This is an optimization exercise on Yosys and OpenROAD, whose aim is a short achievable clock period and few clock cycles, not a production implementation.
Only simulation tests tie the RTL to the original design; equivalence was not proved.

==> flow/config.mk <==
export PLATFORM = sky130hd
export DESIGN_NAME = multicycle_core
export DESIGN_NICKNAME = multicycle_core
export VERILOG_FILES = /design/flow/design.v
export SDC_FILE = /design/flow/constraint.sdc
export NUM_CORES = 4
export LEC_CHECK = 0
export CAP_MARGIN = 20
export CORE_MARGIN = 2
export CORE_UTILIZATION = 40
export SLEW_MARGIN = 20
==> flow/constraint.sdc <==
create_clock -name core_clock -period 6.5 [get_ports {clk_i}]
set_input_delay 1.3000 -clock core_clock [delete_from_list [all_inputs] [get_ports {clk_i}]]
set_output_delay 1.3000 -clock core_clock [all_outputs]
set_load 0.01 [all_outputs]
==> flow/design.v <==
package core_pkg;
   typedef enum logic [2:0] {
      StIdle,
      StFetch,
      StDecode,
      StExec,
      StMem,
      StWb,
      StHalt
   } state_e;
   typedef enum logic [2:0] {
      AluAnd,
      AluSub,
      AluAdd,
      AluOrr,
      AluMov
   } alu_op_e;
   localparam logic [1:0] OpDp  = 2'b00;
   localparam logic [1:0] OpMem = 2'b01;
   localparam logic [1:0] OpBr  = 2'b10;
   localparam logic [3:0] CmdAnd = 4'b0000;
   localparam logic [3:0] CmdSub = 4'b0010;
   localparam logic [3:0] CmdAdd = 4'b0100;
   localparam logic [3:0] CmdCmp = 4'b1010;
   localparam logic [3:0] CmdOrr = 4'b1100;
   localparam logic [3:0] CmdMov = 4'b1101;
   localparam logic [3:0] CondEq = 4'b0000;
   localparam logic [3:0] CondNe = 4'b0001;
   localparam logic [3:0] CondCs = 4'b0010;
   localparam logic [3:0] CondCc = 4'b0011;
   localparam logic [3:0] CondMi = 4'b0100;
   localparam logic [3:0] CondPl = 4'b0101;
   localparam logic [3:0] CondVs = 4'b0110;
   localparam logic [3:0] CondVc = 4'b0111;
   localparam logic [3:0] CondHi = 4'b1000;
   localparam logic [3:0] CondLs = 4'b1001;
   localparam logic [3:0] CondGe = 4'b1010;
   localparam logic [3:0] CondLt = 4'b1011;
   localparam logic [3:0] CondGt = 4'b1100;
   localparam logic [3:0] CondLe = 4'b1101;
   localparam logic [3:0] CondAl = 4'b1110;
   localparam logic [3:0] CondNv = 4'b1111;
   localparam int FlagN = 3;
   localparam int FlagZ = 2;
   localparam int FlagC = 1;
   localparam int FlagV = 0;
   function automatic logic cond_pass(input logic [3:0] cond, input logic [3:0] nzcv);
      logic n, z, c, v, pass;
      n = nzcv[FlagN];
      z = nzcv[FlagZ];
      c = nzcv[FlagC];
      v = nzcv[FlagV];
      pass = 1'b0;
      case (cond)
         CondEq:  pass = z;
         CondNe:  pass = !z;
         CondCs:  pass = c;
         CondCc:  pass = !c;
         CondMi:  pass = n;
         CondPl:  pass = !n;
         CondVs:  pass = v;
         CondVc:  pass = !v;
         CondHi:  pass = c && !z;
         CondLs:  pass = !c || z;
         CondGe:  pass = (n == v);
         CondLt:  pass = (n != v);
         CondGt:  pass = !z && (n == v);
         CondLe:  pass = z || (n != v);
         CondAl:  pass = 1'b1;
         default: pass = 1'b0;
      endcase
      cond_pass = pass;
   endfunction
endpackage
module core_alu
#(
   parameter int DATA_W = 32
) (
   input  core_pkg::alu_op_e op_i,
   input  logic [DATA_W-1:0] a_i,
   input  logic [DATA_W-1:0] b_i,
   output logic [DATA_W-1:0] result_o,
   output logic [3:0]        nzcv_o
);
   logic [DATA_W:0] sum;
   logic            carry;
   logic            ovf;
   always_comb begin
      sum      = '0;
      result_o = '0;
      carry    = 1'b0;
      ovf      = 1'b0;
      case (op_i)
         core_pkg::AluAdd: begin
            sum      = {1'b0, a_i} + {1'b0, b_i};
            result_o = sum[DATA_W-1:0];
            carry    = sum[DATA_W];
            ovf      = (a_i[DATA_W-1] == b_i[DATA_W-1]) && (result_o[DATA_W-1] != a_i[DATA_W-1]);
         end
         core_pkg::AluSub: begin
            sum      = {1'b0, a_i} - {1'b0, b_i};
            result_o = sum[DATA_W-1:0];
            carry    = !sum[DATA_W];
            ovf      = (a_i[DATA_W-1] != b_i[DATA_W-1]) && (result_o[DATA_W-1] != a_i[DATA_W-1]);
         end
         core_pkg::AluAnd:  result_o = a_i & b_i;
         core_pkg::AluOrr:  result_o = a_i | b_i;
         core_pkg::AluMov:  result_o = b_i;
         default: result_o = '0;
      endcase
      nzcv_o = {result_o[DATA_W-1], (result_o == '0), carry, ovf};
   end
endmodule
module multicycle_core
#(
   parameter int DATA_W   = 32,
   parameter int ADDR_W   = 11,
   parameter int RESET_PC = 0
) (
   input  logic              clk_i,
   input  logic              rst_ni,
   input  logic              start_i,
   output logic [ADDR_W-1:0] imem_addr_o,
   input  logic [31:0]       imem_rdata_i,
   output logic              dmem_req_o,
   output logic              dmem_we_o,
   output logic [ADDR_W-1:0] dmem_addr_o,
   output logic [DATA_W-1:0] dmem_wdata_o,
   input  logic [DATA_W-1:0] dmem_rdata_i,
   input  logic              dmem_ack_i,
   output logic [3:0]        flags_o,
   output logic              halted_o,
   input  logic [3:0]        dbg_sel_i,
   output logic [DATA_W-1:0] dbg_data_o
);
   core_pkg::state_e            state_q, state_d;
   logic [DATA_W-1:0] pc_q, pc_d;
   logic [31:0]       ir_q, ir_d;
   logic [3:0]        flags_q, flags_d;
   logic [DATA_W-1:0] res_q, res_d;
   logic              wb_en_q, wb_en_d;
   logic              req_q, req_d;
   logic              we_q, we_d;
   logic [ADDR_W-1:0] maddr_q, maddr_d;
   logic [DATA_W-1:0] wdata_q, wdata_d;
   logic [DATA_W-1:0] rf_q [16];
   logic              rf_we;
   logic [3:0] cond, cmd, rn, rd, rm;
   logic [1:0] op;
   logic       imm_bit, s_bit, u_bit;
   assign cond    = ir_q[31:28];
   assign op      = ir_q[27:26];
   assign imm_bit = ir_q[25];
   assign cmd     = ir_q[24:21];
   assign u_bit   = ir_q[23];
   assign s_bit   = ir_q[20];
   assign rn      = ir_q[19:16];
   assign rd      = ir_q[15:12];
   assign rm      = ir_q[3:0];
   logic [DATA_W-1:0] pc_plus8, rn_val, rm_val, rd_val, op2, imm12, ea, br_off;
   assign pc_plus8 = pc_q + DATA_W'(4);
   assign rn_val   = (rn == 4'hF) ? pc_plus8 : rf_q[rn];
   assign rm_val   = (rm == 4'hF) ? pc_plus8 : rf_q[rm];
   assign rd_val   = (rd == 4'hF) ? pc_plus8 : rf_q[rd];
   assign op2      = imm_bit ? {{(DATA_W-8){1'b0}}, ir_q[7:0]} : rm_val;
   assign imm12    = {{(DATA_W-12){1'b0}}, ir_q[11:0]};
   assign ea       = u_bit ? (rn_val + imm12) : (rn_val - imm12);
   assign br_off   = {{(DATA_W-26){ir_q[23]}}, ir_q[23:0], 2'b00};
   logic unused_ea;
   assign unused_ea = ^{ea[DATA_W-1:ADDR_W+2], ea[1:0]};
   core_pkg::alu_op_e           alu_op;
   logic              dp_valid;
   logic [DATA_W-1:0] alu_res;
   logic [3:0]        alu_nzcv;
   always_comb begin
      alu_op   = core_pkg::AluAnd;
      dp_valid = 1'b1;
      case (cmd)
         core_pkg::CmdAnd:  alu_op = core_pkg::AluAnd;
         core_pkg::CmdSub:  alu_op = core_pkg::AluSub;
         core_pkg::CmdAdd:  alu_op = core_pkg::AluAdd;
         core_pkg::CmdOrr:  alu_op = core_pkg::AluOrr;
         core_pkg::CmdMov:  alu_op = core_pkg::AluMov;
         core_pkg::CmdCmp:  alu_op = core_pkg::AluSub;
         default: dp_valid = 1'b0;
      endcase
   end
   core_alu #(
      .DATA_W(DATA_W)
   ) u_alu (
      .op_i    (alu_op),
      .a_i     (rn_val),
      .b_i     (op2),
      .result_o(alu_res),
      .nzcv_o  (alu_nzcv)
   );
   always_comb begin
      state_d = state_q;
      pc_d    = pc_q;
      ir_d    = ir_q;
      flags_d = flags_q;
      res_d   = res_q;
      wb_en_d = wb_en_q;
      req_d   = req_q;
      we_d    = we_q;
      maddr_d = maddr_q;
      wdata_d = wdata_q;
      rf_we   = 1'b0;
      case (state_q)
         core_pkg::StIdle: begin
            if (start_i) state_d = core_pkg::StFetch;
         end
         core_pkg::StFetch: state_d = core_pkg::StDecode;
         core_pkg::StDecode: begin
            ir_d    = imem_rdata_i;
            pc_d    = pc_q + DATA_W'(4);
            state_d = core_pkg::StExec;
         end
         core_pkg::StExec: begin
            wb_en_d = 1'b0;
            if (cond == core_pkg::CondNv) begin
               state_d = core_pkg::StHalt;
            end else if (!core_pkg::cond_pass(cond, flags_q)) begin
               state_d = core_pkg::StFetch;
            end else begin
               case (op)
                  core_pkg::OpDp: begin
                     state_d = core_pkg::StWb;
                     if (dp_valid) begin
                        res_d   = alu_res;
                        wb_en_d = (cmd != core_pkg::CmdCmp);
                        if (s_bit || (cmd == core_pkg::CmdCmp)) flags_d = alu_nzcv;
                     end
                  end
                  core_pkg::OpMem: begin
                     req_d   = 1'b1;
                     we_d    = !s_bit;
                     maddr_d = ea[ADDR_W+1:2];
                     wdata_d = rd_val;
                     wb_en_d = s_bit;
                     state_d = core_pkg::StMem;
                  end
                  core_pkg::OpBr: begin
                     pc_d    = pc_plus8 + br_off;
                     state_d = core_pkg::StFetch;
                  end
                  default: state_d = core_pkg::StFetch;
               endcase
            end
         end
         core_pkg::StMem: begin
            if (dmem_ack_i) begin
               req_d = 1'b0;
               we_d  = 1'b0;
               if (we_q) begin
                  state_d = core_pkg::StFetch;
               end else begin
                  res_d   = dmem_rdata_i;
                  state_d = core_pkg::StWb;
               end
            end
         end
         core_pkg::StWb: begin
            rf_we   = wb_en_q;
            state_d = core_pkg::StFetch;
         end
         core_pkg::StHalt: state_d = core_pkg::StHalt;
         default: state_d = core_pkg::StIdle;
      endcase
   end
   always_ff @(posedge clk_i or negedge rst_ni) begin
      if (!rst_ni) begin
         state_q <= core_pkg::StIdle;
         pc_q    <= DATA_W'(RESET_PC);
         ir_q    <= '0;
         flags_q <= '0;
         res_q   <= '0;
         wb_en_q <= 1'b0;
         req_q   <= 1'b0;
         we_q    <= 1'b0;
         maddr_q <= '0;
         wdata_q <= '0;
         for (int i = 0; i < 16; i++) rf_q[i] <= '0;
      end else begin
         state_q <= state_d;
         pc_q    <= pc_d;
         ir_q    <= ir_d;
         flags_q <= flags_d;
         res_q   <= res_d;
         wb_en_q <= wb_en_d;
         req_q   <= req_d;
         we_q    <= we_d;
         maddr_q <= maddr_d;
         wdata_q <= wdata_d;
         if (rf_we && (rd != 4'hF)) rf_q[rd] <= res_q;
      end
   end
   assign imem_addr_o  = pc_q[ADDR_W+1:2];
   assign dmem_req_o   = req_q;
   assign dmem_we_o    = we_q;
   assign dmem_addr_o  = maddr_q;
   assign dmem_wdata_o = wdata_q;
   assign flags_o      = flags_q;
   assign halted_o     = (state_q == core_pkg::StHalt);
   assign dbg_data_o   = (dbg_sel_i == 4'hF) ? pc_q : rf_q[dbg_sel_i];
endmodule
==> flow/run.sh <==
#!/bin/bash
# synth_recipe.tcl (not shown) runs the flow's synth.tcl, then flattens the netlist and writes it again
# the make line also repeats each setting of config.mk as NAME=value (left out here)
make -C /OpenROAD-flow-scripts/flow DESIGN_CONFIG=/design/flow/config.mk WORK_HOME=/design/flow/orfs CLKGATE_MAP_FILE= SYNTH_SCRIPT=/design/flow/synth_recipe.tcl finish
==> results.json <==
{
  "maxSlewViolCount": 0,
  "grt_pass1_vias": 47180,
  "dp_hpwl_mm": 180.0,
  "placed_area_mm2": 0.05107,
  "cts_made_buffers": 74,
  "p_per_area_mw_per_mm2": 484.3,
  "p_sw_share_pct": 52.70,
  "clkPwrFrac_pct": 17.3,
  "tritoncts": "done",
  "die_area_mm2": 0.1173,
  "stdcell_area_mm2": 0.05374,
  "grt_max_degree": 148,
  "cts_root_buf": "clkbuf_16",
  "synthesis.area_mm2": 0.04585,
  "status": "no timing/DRC/antenna violations",
  "seq_area_frac_synth_pct": 34.22,
  "firstDrtPassIters": 12,
  "synthFlopType": "dfrtp_1",
  "register_area_mm2": 0.01570,
  "wirelength_mm": 264.9,
  "ys_top_cells_by_area": "dfrtp_1, mux2_2, a22oi_1",
  "slowest_stage": "a2111oi_0",
  "hp-class": "flip-flop to flip-flop",
  "portBuffers": 164,
  "ir_drop_mv": 0.2572,
  "hold_viol_final": 0,
  "timing.slew.headroom_pct": 21.98,
  "p_int_mw": 12.31,
  "coreArea_mm2": 0.1140,
  "yosysUniqueCellTypes": 110,
  "rsz0062_at_grt": "false",
  "drtAntennaViolNets": 0,
  "seqPwrFrac_pct": 21.5,
  "syn2layout_area_growth_pct": 17.23,
  "multiInputGateArea_mm2": 0.02833,
  "drt_iter0_markers": 10550,
  "end_kind": "flip-flop",
  "crit_type": "flip-flop to flip-flop",
  "stdcell_count": 6739,
  "start_util_pct": 40.20,
  "synth.net_count": 5231,
  "r2r-start": "ir_q[1]",
  "fin_util_pct": 47.13,
  "required_ns": 7.04,
  "p_switching_mw": 13.72,
  "yosys_register_bits": 627,
  "startpoint": "ir_q[1]",
  "grt.total_usage_pct": 44.02,
  "finalCritPeriodShare_pct": 97.05,
  "synth-edff-count": 0,
  "hold_start": "wdata_q[5]",
  "avgViaCountPerCell": 7.404,
  "setup_viol": 0,
  "crit_arrival_ns": 6.85,
  "overflow": 0,
  "clock_latency_ns": 0.69,
  "path_clk_slew_ns": 0.06,
  "leakagePower_nw": 22.85,
  "cpLargestDelayFamily": "compound AO/OA/AOI/OAI gates",
  "yosysTopAreaCellShare_pct": 34.22,
  "fillers": 10860,
  "clock_sinks": 627,
  "critPathLaunchType": "flip-flop",
  "gp_congestion": 1.070,
  "syn_avg_cell_area_um2": 9.140,
  "synth_common_cells": "dfrtp_1, mux2_2, a22oi_1",
  "max_stage_delay_ns": 0.54,
  "power_frac_comb_pct": 61.2,
  "place_ws_ns": 0.2146,
  "fp.dieW_um": 342.5,
  "setup_ws_ns": 0.1916,
  "power_mw": 26.03,
  "crit_path_frequent_cell": "o21ai_0",
  "dp.cells": 6597,
  "antenna_found_initial": 16,
  "skew_ns": 0.02705,
  "routedWlPerCell_um": 39.30,
  "synthMostInstantiatedCell": "dfrtp_1",
  "clockBufferDepth": 3,
  "tightest_slew_ns": 1.168,
  "yosys_warnings": 3,
  "io_pins": 165,
  "std_cell_rows": 124,
  "drc_errors": 0,
  "whs_ns": 0.4755,
  "fin_nets": 5377,
  "ctsHoldBuffers": 0,
  "die_h_um": 342.5,
  "syn-instance-count": 5016,
  "grt_pass1_wl_mm": 369.1,
  "period_minus_slack_ns": 6.308,
  "crit_chain": "inv_1 -> ha_2 -> nor2_1 -> a32o_2 -> and2_1 -> o31ai_2 -> o21ai_0 -> ha_1 -> fa_1 -> a211oi_1 -> o211ai_1 -> a21oi_1 -> a21oi_2 -> a31oi_2 -> o31ai_2 -> a2111oi_1 -> buf_4 -> o21ai_0 -> a2111oi_0 -> o22a_1 -> o21ai_0",
  "crit_fanout": 9,
  "async_flop_share_pct": 100.0,
  "drv_cap": 0,
  "setup_tns_ns": 0,
  "synth_top_area_cell": "dfrtp_1",
  "route.vias.total": 49900,
  "fmax_ghz": 0.1585,
  "cts_htree_levels": 3,
  "drive_gt1_share_pct": 22.36,
  "critical_path_buf_inv_count": 2
}
[per-layer routing]
layer | global-route usage (%) | part of all wire, %
met5 | 0 | 0.056
met3 | 15.47 | 13
met4 | 30.08 | 8.8
met2 | 62.22 | 40
met1 | 56.14 | 38
[placed cells by master (no fill, tap or decap), types with 41 or more instances in the layout]
cell type,instances
a211oi_1,46
a21o_1,42
a21oi_1,279
a221oi_1,90
a222oi_1,111
a22o_1,62
a22oi_1,450
buf_4,321
clkbuf_16,76
clkdlybuf4s50_1,163
dfrtp_1,624
ha_1,137
inv_1,129
mux2_2,535
mux2i_1,48
nand2_1,382
nand2b_1,53
nand3_1,142
nand4_1,119
nor2_1,255
nor3_1,47
o21ai_0,224
o22ai_1,46
o31ai_1,41
xnor2_1,53
[power by group through the flow]
stage	combinational, mW	sequential, mW	clock [mW]
after floorplan	8.71	4.82	0
after detailed placement	15.0	5.60	0
final	15.9	5.60	4.50
after global placement	15.0	5.59	0
after global routing	16.6	5.61	4.66
after CTS	15.1	5.53	4.51
[cells by family after synthesis]
family                   after synthesis  synth area share [%]
adder cells (fa/ha/maj)              144                 3.960
buffers and inverters                582                 5.147
AND/OR/NAND/NOR                     1258                 13.35
flip-flops                           627                 34.22
XOR/XNOR                              82                 1.608
multiplexers                         589                 14.43
AO/OA/AOI/OAI                       1734                 27.29
[sequential cells by signal, indices dropped and copies added, names as in the netlist]
register,cells
req_q,1
we_q,1
ir_q,32
res_q,32
wdata_q,32
rf_q,480
maddr_q,11
pc_q,30
state_q,3
wb_en_q,1
flags_q,4
[layout make-up]
class	count	share of cell area, %
multi-input combinational	3807	52.71
tap	1512	3.520
antenna	8	0.03725
sequential	627	29.21
clock inverter	33	0.7264
clock buffer	100	4.023
timing repair buffer	520	8.851
inverter	132	0.9266
[worst reg2reg max path, cell delays in order (launching register included)]
cell and delay, ns:
dfrtp_2 0.50, inv_1 0.19, ha_2 0.36, nor2_1 0.08, a32o_2 0.33, and2_1 0.18
o31ai_2 0.33, o21ai_0 0.23, ha_1 0.31, fa_1 0.49, a211oi_1 0.42, o211ai_1 0.20
a21oi_1 0.31, a21oi_2 0.15, a31oi_2 0.33, o31ai_2 0.15, a2111oi_1 0.48, buf_4 0.20
o21ai_0 0.07, a2111oi_0 0.54, o22a_1 0.23, o21ai_0 0.06
[worst paths after layout]
kind / to / slack, ns / cells after the start
worst max-delay path: flags_q[1] / 0.19 / 21
worst min-delay path: wdata_q[5] / 0.48 / 2
worst max register to register: flags_q[1] / 0.19 / 21
worst min register to register: wdata_q[5] / 0.48 / 2
max in group asynchronous: rf_q[5][23] / 4.43 / 2
min in group asynchronous: wdata_q[8] / 0.69 / 1
[repair_timing]
action,CTS,global route
resized for setup,0,17
buffers inserted,0,1
endpoints found under the setup margin,0,12
Testbench counts, summed over its fixed seeds: cycles 141,223.

==> re-timing with driven ports <==
Ports are ideal in the flow. The routed layout listed here was re-timed in OpenROAD.
Step 1 (the two cells are an assumption about what drives the block):
set clk [get_ports {clk_i}]
set_driving_cell -lib_cell sky130_fd_sc_hd__clkbuf_16 $clk
set_driving_cell -lib_cell sky130_fd_sc_hd__buf_2 [delete_from_list [all_inputs] $clk]
Step 2 adds t to the input delays and takes it off the output delays; t is the mean of the earliest and latest rising clock arrival at the registers after step 1. Input paths then give back, and output paths get back, about the clock's delay inside the block.
Three values: ideal, step 1, step 2; two values: the first two.
t, ns: 0.754
setup WS [ns]: 0.192 / 0.192 / 0.192
worst setup path at the end: register to register
After both steps this run still meets setup and hold. The setup slack of this run moves by 0.000 ns with the drivers and by 0.000 ns with both steps.
